From an optimization exercise on the open Yosys and OpenROAD flow, aimed at small area; shortcuts taken in it are not production practice.
Function was checked by simulation only, so behaviour that the tests miss may differ from the original.

[design/flow/config.mk]
export PLATFORM = sky130hd
export DESIGN_NAME = cad_top
export DESIGN_NICKNAME = cad_top
export VERILOG_FILES = /design/flow/design.v
export SDC_FILE = /design/flow/constraint.sdc
export NUM_CORES = 4
export LEC_CHECK = 0
export CAP_MARGIN = 20
export CORE_MARGIN = 2
export CORE_UTILIZATION = 40
export PLACE_DENSITY = 0.6
export SLEW_MARGIN = 20
[design/flow/constraint.sdc]
create_clock -name core_clock -period 12.0 [get_ports {clk}]
set_input_delay 2.4000 -clock core_clock [delete_from_list [all_inputs] [get_ports {clk}]]
set_output_delay 2.4000 -clock core_clock [all_outputs]
set_load 0.01 [all_outputs]
[design/flow/design.v]
package cad_pkg;
  localparam int DATA_W = 8;
  localparam int PROD_W = 16;
  localparam int ACC_W = 20;
  localparam int KER_SIDE = 5;
  localparam int KER_TAPS = KER_SIDE * KER_SIDE;
  localparam int POOL_SIDE = 2;
  typedef logic signed [DATA_W-1:0] data_t;
  typedef logic signed [ACC_W-1:0] acc_t;
endpackage
`timescale 1ns/10ps
module cad_top #(
  parameter int IMG_SIDE = 8,
  parameter int IMG_COUNT = 2,
  parameter int KER_COUNT = 2,
  localparam int IMG_IDX_W = (IMG_COUNT > 1) ? $clog2(IMG_COUNT) : 1,
  localparam int KER_IDX_W = (KER_COUNT > 1) ? $clog2(KER_COUNT) : 1
) (
  input  logic                 clk,
  input  logic                 rst_n,
  input  logic                 i_in_valid,
  input  cad_pkg::data_t       i_matrix,
  input  logic                 i_start,
  input  logic [IMG_IDX_W-1:0] i_img_idx,
  input  logic [KER_IDX_W-1:0] i_ker_idx,
  output logic                 o_busy,
  output logic                 o_out_valid,
  output logic                 o_out_value
);
  localparam logic [2:0] S_IDLE = 3'd0;
  localparam logic [2:0] S_INIT = 3'd1;
  localparam logic [2:0] S_KAL  = 3'd2;
  localparam logic [2:0] S_SW1  = 3'd3;
  localparam logic [2:0] S_COMP = 3'd4;
  localparam logic [2:0] S_SW2  = 3'd5;
  localparam logic [2:0] S_KUN  = 3'd6;
  logic [511:0] img0;
  logic [511:0] img1;
  logic [199:0] ker0;
  logic [199:0] ker1;
  logic [7:0] img0_tail;
  logic [7:0] img1_tail;
  logic [7:0] ker0_tail;
  logic [7:0] ker1_tail;
  assign img0_tail = img0[511:504];
  assign img1_tail = img1[511:504];
  assign ker0_tail = ker0[199:192];
  assign ker1_tail = ker1[199:192];
  logic [2:0] state;
  logic       busy;
  logic       img_sel;
  logic       ker_sel;
  logic [1:0] wseg;      
  logic [5:0] woff;      
  logic [5:0] rpos;      
  logic [4:0] kpos;      
  logic [4:0] outi;      
  logic       mac_run;
  logic       cmp;
  logic       out_valid;
  logic [4:0] sc;
  logic signed [19:0] acc;
  logic signed [19:0] mx;
  logic wr;
  logic [5:0] rpos_init;
  logic [4:0] kpos_init;
  logic [5:0] rpos_inc;
  logic [4:0] kpos_inc;
  logic rpos_wrap;
  logic [5:0] target;
  logic mac_now;
  logic img_step;
  logic swap_step;
  logic ker_step;
  logic [2:0] row;
  logic signed [7:0] pix;
  logic signed [7:0] kval;
  logic signed [15:0] prod;
  assign wr = i_in_valid && !busy;
  assign rpos_init = (wseg == {1'b0, img_sel}) ? woff : 6'd0;
  assign kpos_init = (wseg == {1'b1, ker_sel}) ? woff[4:0] : 5'd0;
  assign rpos_inc = rpos + 6'd1;
  assign kpos_inc = (kpos == 5'd24) ? 5'd0 : kpos + 5'd1;
  assign rpos_wrap = (rpos_inc == rpos_init);
  assign target = {outi[0], outi[3], ~outi[1], 1'b0, outi[2], ~outi[0]};
  assign mac_now = (state == S_COMP) && !outi[4] && (mac_run || (rpos == target));
  assign img_step = (state == S_COMP) || swap_step;
  assign swap_step = (state == S_SW1) || (state == S_SW2);
  assign ker_step = mac_now
                 || (state == S_KAL && kpos != 5'd0)
                 || (state == S_KUN && kpos != kpos_init);
  always_ff @(posedge clk) begin
    if ((wr && wseg == 2'd0) || img_step) begin
      img0 <= {img0[503:0], wr ? i_matrix : (swap_step ? img1_tail : img0_tail)};
    end
    if ((wr && wseg == 2'd1) || swap_step) begin
      img1 <= {img1[503:0], wr ? i_matrix : img0_tail};
    end
    if ((wr && wseg == 2'd2) || ker_step) begin
      ker0 <= {ker0[191:0], wr ? i_matrix : ker0_tail};
    end
    if ((wr && wseg == 2'd3) || ker_step) begin
      ker1 <= {ker1[191:0], wr ? i_matrix : ker1_tail};
    end
  end
  always_ff @(posedge clk or negedge rst_n) begin
    if (!rst_n) begin
      wseg <= 2'd0;
      woff <= 6'd0;
    end else if (wr) begin
      if (woff == (wseg[1] ? 6'd24 : 6'd63)) begin
        woff <= 6'd0;
        wseg <= wseg + 2'd1;
      end else begin
        woff <= woff + 6'd1;
      end
    end
  end
  always_comb begin
    if (kpos < 5'd5) row = 3'd0;
    else if (kpos < 5'd10) row = 3'd1;
    else if (kpos < 5'd15) row = 3'd2;
    else if (kpos < 5'd20) row = 3'd3;
    else row = 3'd4;
  end
  always_comb begin
    case ({outi[0], row})
      4'b0_000: pix = img0[511:504];
      4'b0_001: pix = img0[487:480];
      4'b0_010: pix = img0[463:456];
      4'b0_011: pix = img0[439:432];
      4'b0_100: pix = img0[415:408];
      4'b1_000: pix = img0[255:248];
      4'b1_001: pix = img0[231:224];
      4'b1_010: pix = img0[207:200];
      4'b1_011: pix = img0[183:176];
      default:  pix = img0[159:152];
    endcase
  end
  assign kval = ker_sel ? ker1_tail : ker0_tail;
  assign prod = kval * pix;
  always_ff @(posedge clk) begin
    acc <= ((kpos == 5'd0) ? 20'sd0 : acc) + prod;
  end
  always_ff @(posedge clk or negedge rst_n) begin
    if (!rst_n) begin
      state <= S_IDLE;
      busy <= 1'b0;
      outi <= 5'd0;
      mac_run <= 1'b0;
      cmp <= 1'b0;
    end else begin
      cmp <= 1'b0;
      case (state)
        S_IDLE: begin
          if (i_start) begin
            state <= S_INIT;
            busy <= 1'b1;
            outi <= 5'd0;
            mac_run <= 1'b0;
          end
        end
        S_INIT: state <= S_KAL;
        S_KAL: begin
          if (kpos == 5'd0) state <= img_sel ? S_SW1 : S_COMP;
        end
        S_SW1: begin
          if (rpos_wrap) state <= S_COMP;
        end
        S_COMP: begin
          if (mac_now) begin
            if (kpos == 5'd24) begin
              mac_run <= 1'b0;
              outi <= outi + 5'd1;
              cmp <= 1'b1;
            end else begin
              mac_run <= 1'b1;
            end
          end
          if (outi[4] && rpos_wrap) state <= img_sel ? S_SW2 : S_KUN;
        end
        S_SW2: begin
          if (rpos_wrap) state <= S_KUN;
        end
        S_KUN: begin
          if (kpos == kpos_init && !cmp && (!out_valid || sc == 5'd0)) begin
            state <= S_IDLE;
            busy <= 1'b0;
          end
        end
        default: state <= S_IDLE;
      endcase
    end
  end
  always_ff @(posedge clk) begin
    if (state == S_IDLE && i_start) begin
      img_sel <= i_img_idx;
      ker_sel <= i_ker_idx;
    end
    if (state == S_INIT) begin
      rpos <= rpos_init;
      kpos <= kpos_init;
    end else begin
      if (img_step) rpos <= rpos_inc;
      if (ker_step) kpos <= kpos_inc;
    end
  end
  always_ff @(posedge clk) begin
    if (cmp && (outi[1:0] == 2'd1 || acc > mx)) begin
      mx <= acc;
    end else if (out_valid) begin
      mx <= mx >>> 1;
    end
    if (cmp) begin
      sc <= 5'd19;
    end else if (out_valid) begin
      sc <= sc - 5'd1;
    end
  end
  always_ff @(posedge clk or negedge rst_n) begin
    if (!rst_n) begin
      out_valid <= 1'b0;
    end else if (cmp && outi[1:0] == 2'd0) begin
      out_valid <= 1'b1;
    end else if (out_valid && sc == 5'd0) begin
      out_valid <= 1'b0;
    end
  end
  assign o_busy = busy;
  assign o_out_valid = out_valid;
  assign o_out_value = mx[0];
endmodule
[design/flow/run.sh]
#!/bin/bash
# synth_recipe.tcl (not shown) runs the flow's synth.tcl, then flattens the netlist and writes it again
# the make line also repeats each setting of config.mk as NAME=value (left out here)
make -C /OpenROAD-flow-scripts/flow DESIGN_CONFIG=/design/flow/config.mk WORK_HOME=/design/flow/orfs CLKGATE_MAP_FILE= SYNTH_SCRIPT=/design/flow/synth_recipe.tcl finish
==> flow_summary_export.csv <==
group,metric,value,unit
run_status,outcome,"timing/DRC/antenna clean",
clock_tree,clockBufferDepth,3,
route,drt_iter0_drc,2282,
synth,synth_nets,2591,
final_layout,syn2layout_area_growth,13.6,%
die,initial_utilization,40.4,%
global_routing,track_usage,11.7,%
route,vias,20900,
die,die_area,132000,sq um
route,dr.pass1.iters,7,
sta,hold-worst-slack,0.400,ns
final_layout,multi_input_area,6390,sq um
synth,syn_inst,2411,
critical_path,path_delay_family,"adder cells",
synth,ys_async_sr_fraction,1.33,%
global_routing,antenna_found_initial,2,
final_layout,nets,2741,
route,wl,77300,um
clock_tree,ctsHoldBuffers,0,
synth,synth-main-ff-cell,"edfxtp_1",
route,final_antenna_net_count,0,
global_routing,grt_pass1_wl,121000,um
clock_tree,cts_max_level,4,
synth,synth_top_cell_by_area,"edfxtp_1",
die,die_y,364,um
final_layout,drive_gt1_share,9.58,%
synth,ys_ff_latch,1502,
sta,hold_violations,0,
sta,min_period,7.88,ns
synth,syn_area_per_cell,21.4,sq um
clock_tree,cts_tree,"built",
die,rows,131,
sta,rsz0062_at_grt,"no",
critical_path,slowest_delay,0.83,ns
sta,setup_ws,4.12,ns
final_layout,stdcell_count,4402,
synth,yosys_warnings,1,
synth,netlist_area,51700,sq um
route,drc_errors,0,
placed_design,placed_cells,4139,
synth,synth_top_area_share,84.6,%
critical_path,crit_type,"register to register",
placed_design,gp_congestion,0.863,
placed_design,dp_hpwl,44300,um
critical_path,critPathMaxFanout,15,
placed_design,dp_slack,4.17,ns
global_routing,grt_pass1_vias,20800,
sta,slew_headroom,24.5,%
critical_path,crit_path_end_kind,"register",
global_routing,grt_max_degree,212,
critical_path,crit_buf_inv,0,
sta,slew_viol_final,0,
sta,fmax,127,MHz
synth,ys_types,65,
final_layout,seqCellArea,44800,sq um
clock_tree,clock_latency,0.72,ns
final_layout,stdcell_area,58700,sq um
clock_tree,cts_root_buf,"clkbuf_16",
die,fp.dieW,364,um
sta,finalSetupViolations,0,
clock_tree,post-cts-setup-buffers,0,
sta,finClkSkew,0.0320,ns
global_routing,grt.overflow.total,0,
clock_tree,clock_sinks,1502,
route,vias_per_cell,4.74,
placed_design,dpl_cell_area,54100,sq um
critical_path,crit_path_cell_trace,"o21ai_0, or2_2, a21oi_1, and2_1, a22oi_1, a31oi_1, and2_1, fa_1, fa_1, fa_1, fa_1, fa_1, ha_1, a21oi_1, o21bai_1, a2111o_1, a31o_2, a21oi_1, xnor2_1",
worst_hold_path,hold_class,"register to register",
placed_design,port_buffers,16,
synth,yosysSeqAreaShare,86.5,%
final_layout,nFillCells,10600,
synth,synthTopCellsByArea,"edfxtp_1 85%, fa_1 3.4%, ha_1 1.9%, dfrtp_1 0.97%, dfxtp_1 0.97%",
clock_tree,cts-resized-gates,0,
critical_path,slowest_stage,"and2_1",
final_layout,post-route-util,45.9,%
critical_path,arrival,8.49,ns
sta,fin_crit_sh,65.6,%
run,cap_violations,0,
synth,synth_edf_count,1457,
route,wl_per_cell,17.6,um
critical_path,cpMostUsedCell,"fa_1",
clock_tree,clk_pin_slew,0.06,ns
critical_path,startpoint_type,"register",
die,core,128000,sq um
die,io_pins,17,
sta,finalSetupTns,0,ns
sta,worst_pin_slew,1.13,ns
clock_tree,cts_made_buffers,146,
critical_path,critPathRequiredTime,12.62,ns
## cells in the mapped netlist, drive strengths merged, types with 4 or more instances
library cell  number
edfxtp          1457
nand2            126
inv              124
fa                89
nor2              79
ha                77
o21ai             53
xnor2             29
a21oi             28
clkbuf            26
dfxtp             25
mux2i             25
mux2              24
and2              20
dfrtp             20
nand2b            19
xor2              18
a22oi             16
nand3             14
a221oi            12
buf               11
nor2b             11
and3               9
a21o               8
nor3               7
a31oi              6
nand4              6
a41o               5
nand3b             5
o211ai             5
o31ai              5
a221o              4
o21bai             4
o22ai              4
or2                4
## worst register-to-register path, cell delays in order (launching register included)
cell      delay (ns)
edfxtp_1        0.64
o21ai_0         0.23
or2_2           0.31
a21oi_1         0.21
and2_1          0.33
a22oi_1         0.14
a31oi_1         0.77
and2_1          0.83
fa_1            0.58
fa_1            0.54
fa_1            0.45
fa_1            0.52
fa_1            0.49
ha_1            0.34
a21oi_1         0.24
o21bai_1        0.14
a2111o_1        0.47
a31o_2          0.25
a21oi_1         0.17
xnor2_1         0.13
## path summary, 6_finish.rpt
kind | startpoint | endpoint | slack [ns] | cells after the start
worst max register to register | kpos[2] | acc[16] | 4.12 | 19
worst min register to register | ker1[179] | ker1[187] | 0.40 | 0
min in group asynchronous | rst_n | woff[5] | 1.93 | 1
worst min-delay path | ker1[179] | ker1[187] | 0.40 | 0
max in group asynchronous | rst_n | outi[4] | 9.66 | 2
worst max-delay path | kpos[2] | acc[16] | 4.12 | 19
## cell type report
class | instances | share of cell area, %
Clock buffer | 190 | 6.63
Sequential cell | 1502 | 76.2
Clock inverter | 68 | 1.14
Timing Repair Buffer | 39 | 0.682
Inverter | 125 | 0.799
Antenna cell | 2 | 0.00852
Multi-Input combinational cell | 747 | 10.9
Tap cell | 1729 | 3.68
## layer usage
metal  vias up  global-route usage [%]  share of wire, %
met2       503                    16.2                42
met4         0                    4.24               2.5
met5         -                       0                 0
met3       165                    2.74               6.1
met1     10700                    18.0                49
li1       9470                       -                 -
## logic make-up after synthesis
| kind of cell | after synthesis | synth area share, % |
|---|---|---|
| adder cells (fa/ha/maj) | 166 | 5.31 |
| AO/OA/AOI/OAI | 170 | 2.19 |
| flip-flops | 1502 | 86.5 |
| XOR/XNOR | 47 | 0.796 |
| multiplexers | 49 | 1.12 |
| AND/OR/NAND/NOR | 315 | 2.83 |
| buffers and inverters | 162 | 1.21 |
## sequential cells by signal, indices dropped and copies added (netlist names), 3 cells and up
signal  count
sc          5
acc        20
outi        5
img0      512
mx         20
img1      512
kpos        5
ker0      200
state       3
rpos        6
woff        6
ker1      200
## layout by cell type (no fill, tap or decap), types with 5 or more instances in the layout
cell type,n
clkbuf_1,40
a221oi_1,11
clkinv_2,21
nand2_1,123
mux2_4,16
a41o_1,5
ha_1,77
o21ai_0,52
nor2b_1,10
dfxtp_1,25
clkinv_1,27
clkbuf_16,149
a22oi_1,16
and2_1,20
buf_4,17
nand3b_1,5
nor3_1,7
bufinv_16,10
a21o_1,8
mux2i_1,24
nand3_1,14
clkdlybuf4s50_1,16
xnor2_1,29
nor2_1,79
o31ai_1,5
o211ai_1,5
fa_1,89
edfxtp_1,1457
mux2_2,8
inv_6,5
nand4_1,6
nand2b_1,19
xor2_1,18
and3_1,9
inv_1,124
a21oi_1,28
a31oi_1,6
dfrtp_1,20

[afterwards: timing with drivers on the ports]
No port has a modelled driver above. Below, the same layout with a new extraction and two added sets of constraints.
Step 1, drivers: a clkbuf_16 drives clk and a buf_2 each remaining input, both assumed.
Step 2 moves the port delays by t, midway between the first and last clock arrival at a register: inputs arrive t later, outputs are due t later. That takes back most of the time a late clock gives input paths.
Three values: ideal ports, drivers, drivers and shift; two values: the first two.
shift t [ns]: 0.774
slack for setup (ns): 4.125 / 4.125 / 4.125
latest minus earliest clock arrival (ns): 0.035 / 0.036
worst register clock-pin slew, ns: 0.06 / 0.06
cell pins on the clock port's net: 1
After both steps this run still meets setup and hold. The setup slack of this run moves by 0.000 ns with the drivers and by 0.000 ns with both steps.
